Source: an optimization exercise on an open RTL-to-GDS flow (aim: a short achievable clock period and few clock cycles). Production flows keep margins and buffers that such runs may drop. In this exercise RTL edits were held to simulation tests only and were not proved equivalent to the original. No activity file was given, so power comes from the tool's default toggle rates.

## pyr_core
module pyr_core (
	input  logic   clk,
	input  logic   rst,
	input  logic   run,
	output pyr_pkg::pc_t    imem_addr,
	input  pyr_pkg::instr_t imem_dout,
	input  logic   imem_rdy,
	output logic   halt,
	input  pyr_pkg::rsel_t  dbg_sel,
	output pyr_pkg::word_t  dbg_dout
);
Size: about 370 flip-flops, about 24000 µm² of cells after synthesis.
clock: 8.0 ns
lec_check: 0
abc_clock_period_in_ps: 3500
cap_margin: 20
core_margin: 2
core_utilization: 40
setup_slack_margin: 4
slew_margin: 20
standard.sh (not shown) runs the stock make flow with config.mk's settings and CLKGATE_MAP_FILE= SYNTH_SCRIPT=/design/flow/synth_recipe.tcl, a recipe that flattens the netlist after the stock synthesis.
==> flow/flow/run.sh <==
#!/bin/bash
# standard layout, logged
cp standard.sh synth_recipe.tcl config.mk constraint.sdc flow/ 2>/dev/null
bash standard.sh > standard.log 2>&1
==> flow/flow/synth_recipe.tcl <==
proc synth {args} { yosys synth -nofsm -noshare {*}$args }
source $::env(SCRIPTS_DIR)/synth.tcl
# left out here: clear keep_hierarchy, flatten, clean up, hide names made inside functions, write 1_2_yosys.v
==> flow/flow/config.mk <==
export PLATFORM = sky130hd
export DESIGN_NAME = pyr_core
export DESIGN_NICKNAME = bench
export VERILOG_FILES = /design/flow/design.v
export SDC_FILE = /design/flow/constraint.sdc
export NUM_CORES = 4
export LEC_CHECK = 0
export ABC_CLOCK_PERIOD_IN_PS = 3500
export CAP_MARGIN = 20
export CORE_MARGIN = 2
export CORE_UTILIZATION = 40
export SETUP_SLACK_MARGIN = 4
export SLEW_MARGIN = 20
==> flow/flow/constraint.sdc <==
create_clock -name core_clock -period 8.0 [get_ports {clk}]
set_input_delay 1.6000 -clock core_clock [delete_from_list [all_inputs] [get_ports {clk}]]
set_output_delay 1.6000 -clock core_clock [all_outputs]
set_load 0.01 [all_outputs]
==> flow/flow/standard.sh <==
#!/bin/bash
# The standard flow's own layout of this design, on the ORFS make targets given (by default finish). After
# finish it leaves the final layout's DEF at /design/flow/out/final.def.
set -euo pipefail
make -C /OpenROAD-flow-scripts/flow DESIGN_CONFIG=/design/flow/config.mk WORK_HOME=/design/flow/orfs CLKGATE_MAP_FILE= SYNTH_SCRIPT=/design/flow/synth_recipe.tcl ABC_CLOCK_PERIOD_IN_PS=3500 CAP_MARGIN=20 CORE_MARGIN=2 CORE_UTILIZATION=40 SETUP_SLACK_MARGIN=4 SLEW_MARGIN=20 "${@:-finish}"
if [[ -f /design/flow/orfs/results/sky130hd/pyr_core/base/6_final.odb ]]; then
  : # left out here: write the final layout as DEF
fi
Testbench counts at the start, summed over its fixed seeds: cycles 18,586.
Edit:
==> flow/run.sh (new file) <==
#!/bin/bash
# synth_recipe.tcl (not shown) runs the flow's synth.tcl, then flattens the netlist and writes it again
# the make line also repeats each setting of config.mk as NAME=value (left out here)
make -C /OpenROAD-flow-scripts/flow DESIGN_CONFIG=/design/flow/config.mk WORK_HOME=/design/flow/orfs CLKGATE_MAP_FILE= SYNTH_SCRIPT=/design/flow/synth_recipe.tcl finish
ABC_CLOCK_PERIOD_IN_PS = unset   (was 3500)
SETUP_SLACK_MARGIN = 5   (was 4)
removed: flow/flow/run.sh
removed: flow/flow/synth_recipe.tcl
removed: flow/flow/config.mk
removed: flow/flow/constraint.sdc
removed: flow/flow/standard.sh
removed: flow/standard.sh
What happened: The changed run passed the timing, DRC and antenna checks. Routed wire length climbs by 19%. Total power goes up by 4.6%. Setup slack degrades by 0.078 ns.

== v6 ==
Starting RTL as in the previous note.
Design pyr_core, start of the top module:
module pyr_core (
	input  logic   clk,
	input  logic   rst,
	input  logic   run,
	output pyr_pkg::pc_t    imem_addr,
	input  pyr_pkg::instr_t imem_dout,
	input  logic   imem_rdy,
	output logic   halt,
	input  pyr_pkg::rsel_t  dbg_sel,
	output pyr_pkg::word_t  dbg_dout
);
	logic advance;
	pyr_pkg::rsel_t f_rs1;
	pyr_pkg::rsel_t f_rs2;
	pyr_pkg::rsel_t f_rd;
	logic           f_wr;
	logic           f_halt;
	pyr_pkg::word_t f_arg0;
	pyr_pkg::word_t f_arg1;
	pyr_pkg::word_t f_add_b;
	logic           f_add_cin;
	logic [pyr_pkg::nres-1:0] f_res_sel;
	logic           f_arith;
	logic [3:0]     f_grp_eq;
	logic [3:0]     f_grp_lt;
	logic           f_jal;
	logic [3:0]     f_br_sel;
	pyr_pkg::pc_t   f_target;
	logic           f_jalr;
	logic [7:0]     f_jalr_lo;
	logic           f_jalr_neg;
	logic [6:0]     f_jalr_hi;
	logic [6:0]     f_jalr_hi_inc;
	logic [6:0]     f_jalr_hi_dec;
	pyr_pkg::word_t rs1_val;
	pyr_pkg::word_t rs2_val;
	pyr_pkg::word_t rs1_fwd;
	pyr_pkg::word_t rs2_fwd;
	pyr_pkg::rsel_t e_rd;
	logic           e_wr;
	pyr_pkg::word_t e_arg0;
	pyr_pkg::word_t e_arg1;
	pyr_pkg::word_t e_add_b;
	logic           e_add_cin;
	logic [pyr_pkg::nres-1:0] e_res_sel;
	logic           e_arith;
	logic           e_lt;
	pyr_pkg::word_t e_res;
	pyr_pkg::pc_t   e_pc;
	pyr_pipe_ctrl pyr_pipe_ctrl_inst (
		.clk        (clk),
		.rst        (rst),
		.run        (run),
		.imem_rdy   (imem_rdy),
		.fetch_halt (f_halt),
		.advance    (advance),
		.halt       (halt)
	);
	pyr_pc pyr_pc_inst (
		.clk          (clk),
		.rst          (rst),
		.advance      (advance),
		.grp_eq       (f_grp_eq),
		.grp_lt       (f_grp_lt),
		.is_jal       (f_jal),
		.br_sel       (f_br_sel),
		.target       (f_target),
		.is_jalr      (f_jalr),
		.jalr_lo      (f_jalr_lo),
		.jalr_neg     (f_jalr_neg),
		.jalr_hi      (f_jalr_hi),
		.jalr_hi_inc  (f_jalr_hi_inc),
		.jalr_hi_dec  (f_jalr_hi_dec),
		.fetch_addr   (imem_addr),
		.exec_pc      (e_pc),
		.lt           (e_lt)
	);
	pyr_regfile pyr_regfile_inst (
		.clk      (clk),
		.rst      (rst),
		.we       (advance & e_wr),
		.rd       (e_rd),
		.rs1      (f_rs1),
		.rs2      (f_rs2),
		.rd_val   (e_res),
		.dbg_sel  (dbg_sel),
		.rs1_val  (rs1_val),
		.rs2_val  (rs2_val),
		.dbg_dout (dbg_dout)
	);
	assign rs1_fwd = (e_wr && e_rd == f_rs1) ? e_res : rs1_val;
  ...
export LEC_CHECK = 0
export ABC_CLOCK_PERIOD_IN_PS = 3500
export CAP_MARGIN = 20
export CORE_MARGIN = 2
export CORE_UTILIZATION = 40
export SETUP_SLACK_MARGIN = 3.4
export SLEW_MARGIN = 20
create_clock -name core_clock -period 8.0 [get_ports {clk}]
run.sh (not shown) runs the stock make flow with config.mk's settings and CLKGATE_MAP_FILE= SYNTH_SCRIPT=/design/flow/synth_recipe.tcl, a recipe that flattens the netlist after the stock synthesis.
Stock flow here: none of the scripts above is used.
v6 was carried through to the last stage, and its layout satisfied the timing, DRC and antenna checks.
Testbench counts of v6, summed over its fixed seeds: cycles 18,586.
[inputs] v7 vs v6
# v6
export LEC_CHECK = 0
export ABC_CLOCK_PERIOD_IN_PS = 3500
export CAP_MARGIN = 20
export CORE_MARGIN = 2
export CORE_UTILIZATION = 40
export SETUP_SLACK_MARGIN = 3.4
export SLEW_MARGIN = 20
create_clock -name core_clock -period 8.0 [get_ports {clk}]
# v7
export LEC_CHECK = 0
export ABC_CLOCK_PERIOD_IN_PS = 3500
export CAP_MARGIN = 20
export CORE_MARGIN = 2
export CORE_UTILIZATION = 40
export SETUP_SLACK_MARGIN = 4
export SLEW_MARGIN = 20
create_clock -name core_clock -period 8.0 [get_ports {clk}]
Notes after the runs:
Going from v6 to v7, register-to-register slack increased 0.26 ns; power drawn by the sequential cells essentially unchanged; placement-stage cell area increased 0.78%.

[separate check: timing with driven ports]
How much do the figures lean on ideal ports? The routed layouts below were timed once more, with nothing changed but the port constraints. Step 1 assumes that a clkbuf_16 drives the clock port and a buf_2 every other input. Step 2, shift: input delay + t, output delay - t, t = (earliest + latest rising clock arrival at the registers) / 2. This alone moves slack from input paths to output paths. Slacks: ideal ports / drivers / drivers and shift; pairs: ideal ports / drivers.
run	t, ns	slack for setup (ns)	worst setup path at the end
the first run of note 1	0.640	3.312 / 3.242 / 3.242	input to output
the second run of note 1	0.655	3.234 / 3.170 / 3.170	input to output
v6	0.660	3.303 / 3.242 / 2.713	input to register
v7	0.640	3.312 / 3.242 / 3.242	input to output
After both steps setup and hold are still met in every run listed. For v6, which loses most, drivers alone change the setup slack by -0.061 ns; drivers and shift together by -0.590 ns.
